This is an optimization exercise on Yosys and OpenROAD, whose aim is small area, not a production implementation.
RTL that was checked went through simulation tests only; none was proved equivalent to the original.
Power and IR drop assume default switching activity. The clock port is modelled as an ideal driver; clocking choices that lean on that would not hold on a real chip.

// timestamp_core
module timestamp_core #(
    parameter int ABUSWIDTH = 16,
    parameter logic [3:0] IDENTIFIER = 4'b0001,
    parameter int EVT_DEPTH = 4,
    parameter int OUT_DEPTH = 16
) (
    input  wire                 BUS_CLK,
    input  wire                 RST_SYNC,
    input  wire [ABUSWIDTH-1:0] bus_add,
    input  wire [7:0]           bus_data_in,
    input  wire                 bus_wr,
    input  wire                 bus_rd,
    output logic [7:0]          bus_data_out,
    input  wire                 di,
    input  wire                 fifo_read,
    output logic                fifo_empty,
    output logic [31:0]         fifo_data
);
Settings: LEC_CHECK=0, CAP_MARGIN=20, CORE_MARGIN=2, CORE_UTILIZATION=70, CTS_BUF_LIST=sky130_fd_sc_hd__clkbuf_16, CTS_CLUSTER_DIAMETER=60, CTS_CLUSTER_SIZE=30, PLACE_DENSITY=0.8, SLEW_MARGIN=20, SYNTH_HIERARCHICAL=1, SYNTH_MINIMUM_KEEP_SIZE=0; clock period 6.0 ns.
standard.sh (not shown) runs the stock make flow with config.mk's settings and CLKGATE_MAP_FILE= SYNTH_SCRIPT=/design/flow/synth_recipe.tcl, a recipe that flattens the netlist after the stock synthesis.
==> flow/flow/run.sh <==
#!/bin/bash
set -e
export CTS_ARGS="-sink_clustering_enable -repair_clock_nets -sink_clustering_size 30 -sink_clustering_max_diameter 60 -buf_list {sky130_fd_sc_hd__clkbuf_4 sky130_fd_sc_hd__clkbuf_8} -sink_clustering_buffer sky130_fd_sc_hd__clkbuf_16 -root_buf sky130_fd_sc_hd__clkbuf_8 -dont_use_dummy_load"
export BUFFER_PORTS_ARGS="-buffer_cell sky130_fd_sc_hd__buf_1"
bash standard.sh > standard.log 2>&1
Edit:
==> flow/run.sh (new file) <==
#!/bin/bash
# synth_recipe.tcl (not shown) runs the flow's synth.tcl, then flattens the netlist and writes it again
# the make line also repeats each setting of config.mk as NAME=value (left out here)
make -C /OpenROAD-flow-scripts/flow DESIGN_CONFIG=/design/flow/config.mk WORK_HOME=/design/flow/orfs CLKGATE_MAP_FILE= SYNTH_SCRIPT=/design/flow/synth_recipe.tcl finish
removed: flow/flow/run.sh
removed: flow/standard.sh
Outcome: Final area went up by a few percent; power climbs by a little under a tenth; hold slack is better by 0.025 ns; synthesized area does not change; core utilization came out higher by 2.4 points; cell count rises slightly; wire length rose slightly; clock power increases by a quarter to a third; clock skew goes down by 0.034 ns.
Edit:
==> flow/flow/run.sh (new file) <==
#!/bin/bash
set -e
export CTS_ARGS="-sink_clustering_enable -repair_clock_nets -sink_clustering_size 30 -sink_clustering_max_diameter 60 -buf_list sky130_fd_sc_hd__clkbuf_16 -dont_use_dummy_load -root_buf sky130_fd_sc_hd__clkbuf_8 -tree_buf sky130_fd_sc_hd__clkbuf_8"
export BUFFER_PORTS_ARGS="-buffer_cell sky130_fd_sc_hd__buf_1"
bash standard.sh > standard.log 2>&1
==> flow/standard.sh (new file) <==
#!/bin/bash
# synth_recipe.tcl (not shown) runs the flow's synth.tcl, then flattens the netlist and writes it again
# the make line also repeats each setting of config.mk as NAME=value (left out here)
make -C /OpenROAD-flow-scripts/flow DESIGN_CONFIG=/design/flow/config.mk WORK_HOME=/design/flow/orfs CLKGATE_MAP_FILE= SYNTH_SCRIPT=/design/flow/synth_recipe.tcl "${@:-finish}"
removed: flow/run.sh
Count of clock-buffer cells in the layout shrinks by 3. Final cell count went down by 1.6%. Setup slack improves by 0.43 ns. Sequential cell count is unchanged. Worst hold slack gets worse by 0.025 ns. Die area does not change. Non-clock buffer count does not change.

alpha:
Another version of the RTL of timestamp_core (not shown whole).
For scale: roughly 1500 cells after synthesis, about 71 I/O pins, about 0.028 mm^2 of cells after synthesis.
Settings: LEC_CHECK=0, CAP_MARGIN=20, CORE_MARGIN=2, CORE_UTILIZATION=78, PLACE_DENSITY=0.86, SLEW_MARGIN=20, SYNTH_HIERARCHICAL=1, SYNTH_MINIMUM_KEEP_SIZE=0; clock period 6.0 ns.
==> flow/flow/run.sh <==
#!/bin/bash
set -e
export CTS_ARGS="-sink_clustering_enable -repair_clock_nets -sink_clustering_size 32 -sink_clustering_max_diameter 75 -buf_list {sky130_fd_sc_hd__clkbuf_4 sky130_fd_sc_hd__clkbuf_8} -sink_clustering_buffer sky130_fd_sc_hd__clkbuf_16 -root_buf sky130_fd_sc_hd__clkbuf_8 -dont_use_dummy_load"
export BUFFER_PORTS_ARGS="-buffer_cell sky130_fd_sc_hd__buf_1"
bash standard.sh > standard.log 2>&1
alpha went all the way through synthesis, placement and routing and the layout is clean on timing, DRC and antenna.
> inputs changed (alpha -> beta)
-- flow/config.mk --
<<< alpha, line 10
export CORE_UTILIZATION = 78
export PLACE_DENSITY = 0.86
>>> beta, line 10
export CORE_UTILIZATION = 70
export CTS_BUF_LIST = sky130_fd_sc_hd__clkbuf_16
export CTS_CLUSTER_DIAMETER = 60
export CTS_CLUSTER_SIZE = 30
export PLACE_DENSITY = 0.8
==> summary.txt <==
In beta, the total wirelength of the detailed-routed design came out 8.7% below the value in alpha.
beta vs alpha on first-pass iteration count of the detailed router: beta is the higher one.
beta | stages: all done | timing, DRC, antenna: all pass
| net switching power figure | beta vs alpha | ≈ equal |
No run of this note included a check of the RTL's function; only the layout flow was run.

Setup of run E:
timestamp_core with an RTL version that a note above also has.
Size: about 1,500 cells after synthesis, about 750 flip-flops, roughly 71 I/O pins, ~28,000 µm² of cells after synthesis.
export LEC_CHECK = 0
export CAP_MARGIN = 20
export CORE_MARGIN = 2
export CORE_UTILIZATION = 75
export CTS_BUF_LIST = sky130_fd_sc_hd__clkbuf_16
export CTS_CLUSTER_DIAMETER = 60
export CTS_CLUSTER_SIZE = 30
export GPL_TIMING_DRIVEN = 0
export PLACE_DENSITY = 0.85
export SLEW_MARGIN = 20
export SYNTH_HIERARCHICAL = 1
export SYNTH_MINIMUM_KEEP_SIZE = 0
create_clock -name core_clock -period 6.0 [get_ports {BUS_CLK}]
==> flow/flow/run.sh <==
#!/bin/bash
set -e
export CTS_ARGS="-sink_clustering_enable -repair_clock_nets -sink_clustering_size 30 -sink_clustering_max_diameter 60 -buf_list sky130_fd_sc_hd__clkbuf_16 -dont_use_dummy_load"
export BUFFER_PORTS_ARGS="-buffer_cell sky130_fd_sc_hd__buf_1"
bash standard.sh > standard.log 2>&1
Setup changes, run E to run A
- GPL_TIMING_DRIVEN no longer set, was 0
- CORE_UTILIZATION now 70, was 75
- PLACE_DENSITY now 0.8, was 0.85
==> summary.txt <==
Diff run E and run A: pre-CTS worst setup slack higher in run E. | clock skew | run A vs run E | better |. Share of the final layout cell area in sequential cells, run E and run A: smaller value in run E. Between run E and run A, the sequential element share of the synthesized area figures differ only marginally. Run E → run A: insertion delay to the later sink of the worst-skew pair roughly the same; power attributed to sequential cells roughly the same; post-detailed-routing wire length lower; cell count after placement higher.

Setup of old:
The RTL this note starts from:
==> flow/design.v <==
`timescale 1ns/1ps
`default_nettype none
module ts_tbit (
    input  wire t,
    input  wire c,
    input  wire d,
    input  wire ld,
    input  wire kp,
    output wire n,
    output wire co
);
    assign co = t & c;
    assign n = (ld & d) | (kp & (t ^ c));
endmodule
module ts_tbit_top (
    input  wire t,
    input  wire c,
    input  wire d,
    input  wire ld,
    input  wire kp,
    output wire n
);
    assign n = (ld & d) | (kp & (t ^ c));
endmodule
module ts_aoi3 (
    input  wire a0, input wire b0,
    input  wire a1, input wire b1,
    input  wire a2, input wire b2,
    output wire y
);
    assign y = ~((a0 & b0) | (a1 & b1) | (a2 & b2));
endmodule
module ts_col31 (
    input  wire [30:0] s,
    input  wire [30:0] d,
    output wire        o
);
    wire [10:0] y;
    for (genvar g = 0; g < 10; g++) begin : g_grp
        ts_aoi3 u (.a0(s[3*g]), .b0(d[3*g]), .a1(s[3*g+1]), .b1(d[3*g+1]), .a2(s[3*g+2]), .b2(d[3*g+2]), .y(y[g]));
    end
    assign y[10] = ~(s[30] & d[30]);
    assign o = ~&y;
endmodule
module ts_col20 (
    input  wire [19:0] s,
    input  wire [19:0] d,
    output wire        o
);
    wire [7:0] y;
    for (genvar g = 0; g < 6; g++) begin : g_grp
        ts_aoi3 u (.a0(s[3*g]), .b0(d[3*g]), .a1(s[3*g+1]), .b1(d[3*g+1]), .a2(s[3*g+2]), .b2(d[3*g+2]), .y(y[g]));
    end
    assign y[6] = ~(s[18] & d[18]);
    assign y[7] = ~(s[19] & d[19]);
    assign o = ~&y;
endmodule
`default_nettype wire
`timescale 1ns/1ps
`default_nettype none
module timestamp_core #(
    parameter int ABUSWIDTH = 16,
    parameter logic [3:0] IDENTIFIER = 4'b0001,
    parameter int EVT_DEPTH = 4,
    parameter int OUT_DEPTH = 16
) (
    input  wire                 BUS_CLK,
    input  wire                 RST_SYNC,
    input  wire [ABUSWIDTH-1:0] bus_add,
    input  wire [7:0]           bus_data_in,
    input  wire                 bus_wr,
    input  wire                 bus_rd,
    output logic [7:0]          bus_data_out,
    input  wire                 di,
    input  wire                 fifo_read,
    output logic                fifo_empty,
    output logic [31:0]         fifo_data
);
    localparam int NLM = 10;
    localparam int NH = 11;
    logic core_rst;
    logic enable;
    logic [7:0] lost_cnt;
    logic di_q;
    logic [63:0] tb;
    logic [2:0] ecnt;
    logic [1:0] pst;
    logic [4:0] ocnt;
    logic [1:0] hph;
    logic [3:0] rpos;
    logic [23:0] bank_l [NLM];
    logic [23:0] bank_m [NLM];
    logic [15:0] bank_h [NH];
    logic evt, store, pop, ofull, owr, ord, hpop;
    assign core_rst = RST_SYNC || (bus_wr && bus_add == 16'd0);
    always_ff @(posedge BUS_CLK) begin
        if (core_rst) enable <= 1'b0;
        else if (bus_wr && bus_add == 16'd2) enable <= bus_data_in[0];
    end
    always_ff @(posedge BUS_CLK) begin
        if (RST_SYNC) bus_data_out <= '0;
        else if (bus_rd) begin
            case (bus_add)
                16'd0: bus_data_out <= 8'h01;
                16'd2: bus_data_out <= {7'b0, enable};
                16'd3: bus_data_out <= lost_cnt;
                default: bus_data_out <= '0;
            endcase
        end
    end
    logic [7:0] tld, tkp, tall;
    logic [8:0] tcy;
    logic [63:0] tb_next;
    assign tcy[0] = 1'b1;
    for (genvar k = 0; k < 8; k++) begin : g_tbyte
        assign tld[k] = bus_wr && bus_add == 16'(8 + k) && !RST_SYNC;
        assign tkp[k] = !(bus_wr && bus_add == 16'(8 + k)) && !core_rst;
        assign tall[k] = &tb[8*k +: 8];
        assign tcy[k+1] = tcy[k] & tall[k];
        logic [7:0] lc;
        assign lc[0] = tcy[k];
        for (genvar j = 0; j < 7; j++) begin : g_tbit
            ts_tbit u_bit (
                .t(tb[8*k+j]), .c(lc[j]), .d(bus_data_in[j]), .ld(tld[k]), .kp(tkp[k]),
                .n(tb_next[8*k+j]), .co(lc[j+1])
            );
        end
        ts_tbit_top u_bit7 (
            .t(tb[8*k+7]), .c(lc[7]), .d(bus_data_in[7]), .ld(tld[k]), .kp(tkp[k]),
            .n(tb_next[8*k+7])
        );
    end
    always_ff @(posedge BUS_CLK) begin
        tb <= tb_next;
        if (core_rst) di_q <= 1'b0;
        else di_q <= di;
    end
    assign evt = enable && di && !di_q;
    assign store = evt && (ecnt != 3'd4);
    assign pop = (pst == 2'd0) && (ecnt != 3'd0);
    assign ofull = ocnt[4];
    assign owr = (pst != 2'd0) && !ofull;
    assign ord = fifo_read && (ocnt != 5'd0);
    assign hpop = ord && (hph == 2'd3);
    always_ff @(posedge BUS_CLK) begin
        if (core_rst) lost_cnt <= '0;
        else if (evt && ecnt == 3'd4 && lost_cnt != 8'hff) lost_cnt <= lost_cnt + 8'd1;
    end
    always_ff @(posedge BUS_CLK) begin
        if (core_rst) begin
            ecnt <= '0;
            pst <= '0;
            ocnt <= '0;
            hph <= 2'd1;
            rpos <= 4'hf;
        end else begin
            ecnt <= ecnt + {2'b0, store} - {2'b0, pop};
            if (pop) pst <= 2'd1;
            else if (owr) pst <= (pst == 2'd3) ? 2'd0 : pst + 2'd1;
            ocnt <= ocnt + {4'b0, owr} - {4'b0, ord};
            rpos <= rpos + {3'b0, store} - {3'b0, hpop};
            if (ord) hph <= (hph == 2'd3) ? 2'd1 : hph + 2'd1;
        end
    end
    always_ff @(posedge BUS_CLK) begin
        if (store) begin
            bank_l[0] <= tb[23:0];
            bank_m[0] <= tb[47:24];
            bank_h[0] <= tb[63:48];
            for (int i = 1; i < NLM; i++) begin
                bank_l[i] <= bank_l[i-1];
                bank_m[i] <= bank_m[i-1];
            end
            for (int i = 1; i < NH; i++) bank_h[i] <= bank_h[i-1];
        end
    end
    logic [30:0] rsel;
    always_comb begin
        for (int i = 0; i < NH; i++) begin
            rsel[i] = rpos == 4'(i) && hph == 2'd3;
            if (i < NLM) begin
                rsel[NH + i] = rpos == 4'(i) && hph == 2'd1;
                rsel[NH + NLM + i] = rpos == 4'(i) && hph == 2'd2;
            end
        end
    end
    assign fifo_empty = (ocnt == 5'd0);
    assign fifo_data[31:24] = {IDENTIFIER, 2'b00, hph};
    for (genvar j = 0; j < 24; j++) begin : g_col
        logic [30:0] d;
        for (genvar i = 0; i < NLM; i++) begin : g_lm
            assign d[NH + i] = bank_l[i][j];
            assign d[NH + NLM + i] = bank_m[i][j];
        end
        if (j < 16) begin : g_lo
            for (genvar i = 0; i < NH; i++) begin : g_h
                assign d[i] = bank_h[i][j];
            end
            ts_col31 u_col (.s(rsel), .d(d), .o(fifo_data[j]));
        end else begin : g_hi
            assign d[NH-1:0] = '0;
            ts_col20 u_col (.s(rsel[30:NH]), .d(d[30:NH]), .o(fifo_data[j]));
        end
    end
endmodule
`default_nettype wire
==> flow/config.mk <==
export PLATFORM = sky130hd
export DESIGN_NAME = timestamp_core
export DESIGN_NICKNAME = timestamp_core
export VERILOG_FILES = /design/flow/design.v
export SDC_FILE = /design/flow/constraint.sdc
export NUM_CORES = 4
export LEC_CHECK = 0
export CAP_MARGIN = 20
export CORE_MARGIN = 2
export CORE_UTILIZATION = 70
export PLACE_DENSITY = 0.8
export SLEW_MARGIN = 20
export SYNTH_HIERARCHICAL = 1
export SYNTH_MINIMUM_KEEP_SIZE = 0
==> flow/constraint.sdc <==
create_clock -name core_clock -period 6.0 [get_ports {BUS_CLK}]
set_input_delay 1.2000 -clock core_clock [delete_from_list [all_inputs] [get_ports {BUS_CLK}]]
set_output_delay 1.2000 -clock core_clock [all_outputs]
set_load 0.01 [all_outputs]
==> flow/flow/run.sh <==
#!/bin/bash
# The standard layout (standard.sh, standard synthesis unchanged) with two changes:
#  - clock tree: clkbuf_16 leaf buffers on clusters of up to 32 registers within 75 um,
#    clkbuf_4/8 above them, and no dummy loads;
#  - each input and output port gets a buf_1 instead of a clkdlybuf4s50_1.
# make's output goes to standard.log here; ORFS keeps each step's log under orfs/logs.
set -e
export CTS_ARGS="-sink_clustering_enable -repair_clock_nets -sink_clustering_size 18 -sink_clustering_max_diameter 50 -buf_list {sky130_fd_sc_hd__clkbuf_4 sky130_fd_sc_hd__clkbuf_8} -sink_clustering_buffer sky130_fd_sc_hd__clkbuf_8 -root_buf sky130_fd_sc_hd__clkbuf_8 -dont_use_dummy_load"
export BUFFER_PORTS_ARGS="-buffer_cell sky130_fd_sc_hd__buf_1"
bash standard.sh > standard.log 2>&1
The flow did not stop early for old: all stages ran, and the layout cleared the timing, design-rule and antenna checks.
Input-level comparison between new and old:
Settings: swapping 20 for 5 in CAP_MARGIN; swapping 20 for 5 in SLEW_MARGIN.
==> flow/flow/run.sh <==
#!/bin/bash
set -e
export CTS_ARGS="-sink_clustering_enable -repair_clock_nets -sink_clustering_size 32 -sink_clustering_max_diameter 75 -buf_list {sky130_fd_sc_hd__clkbuf_4 sky130_fd_sc_hd__clkbuf_8} -sink_clustering_buffer sky130_fd_sc_hd__clkbuf_16 -root_buf sky130_fd_sc_hd__clkbuf_8 -dont_use_dummy_load"
export BUFFER_PORTS_ARGS="-buffer_cell sky130_fd_sc_hd__buf_1"
bash standard.sh > standard.log 2>&1
Findings:
Every stage of the flow completed for new, and the final layout passed the timing, design-rule and antenna checks. Looking at new and old, the total leakage power is a wash. Per the comparison of new with old, area of the multi-input gates decreased about 0.47%, maximum number of pins on one net before global-route repair essentially unchanged, buffer share of cell area essentially unchanged, first-pass GRT wire length decreased 1100 µm. [new vs old] part of the cycle the worst path needs: higher in new. Comparing new and old, the higher routed wirelength normalized by instance count is on new. Re synthesized area: no difference whatsoever between old and new. old -> new: remaining antenna violation count delta 0, exact match. Relative to old, setup slack decreased by 0.17 ns in new. Re layout clock buffer count: old was higher than new.

## separate check: timing with driven ports
The results above use ideal ports. As a check the final layouts listed here were re-extracted and re-timed, cells and wires unchanged.
Step 1 assumes that a clkbuf_16 drives the clock port and a buf_2 every other input.
Step 2, shift: input delay + t, output delay - t, t = (earliest + latest rising clock arrival at the registers) / 2. This alone moves slack from input paths to output paths.
Three values: ideal, step 1, step 2; two values: the first two.
run	t (ns)	slack for setup (ns)	worst register clock-pin slew, ns	worst data-port slew with drivers (ns)
the first run of note 1	0.720	1.410 / 1.357 / 2.076	0.11 / 0.11	0.05
the second run of note 1	0.637	0.983 / 0.927 / 1.564	0.11 / 0.11	0.05
the third run of note 1	0.720	1.410 / 1.357 / 2.076	0.11 / 0.11	0.05
alpha	0.750	1.137 / 1.087 / 1.837	0.12 / 0.12	0.03
beta	0.792	1.278 / 1.225 / 2.018	0.12 / 0.12	0.04
run E	0.615	1.319 / 1.259 / 1.874	0.12 / 0.12	0.05
run A	0.625	1.497 / 1.439 / 2.049	0.11 / 0.11	0.05
old	0.709	1.363 / 1.310 / 2.018	0.11 / 0.11	0.04
new	0.782	1.193 / 1.140 / 1.923	0.12 / 0.12	0.04
After both steps setup and hold are still met in every run listed.
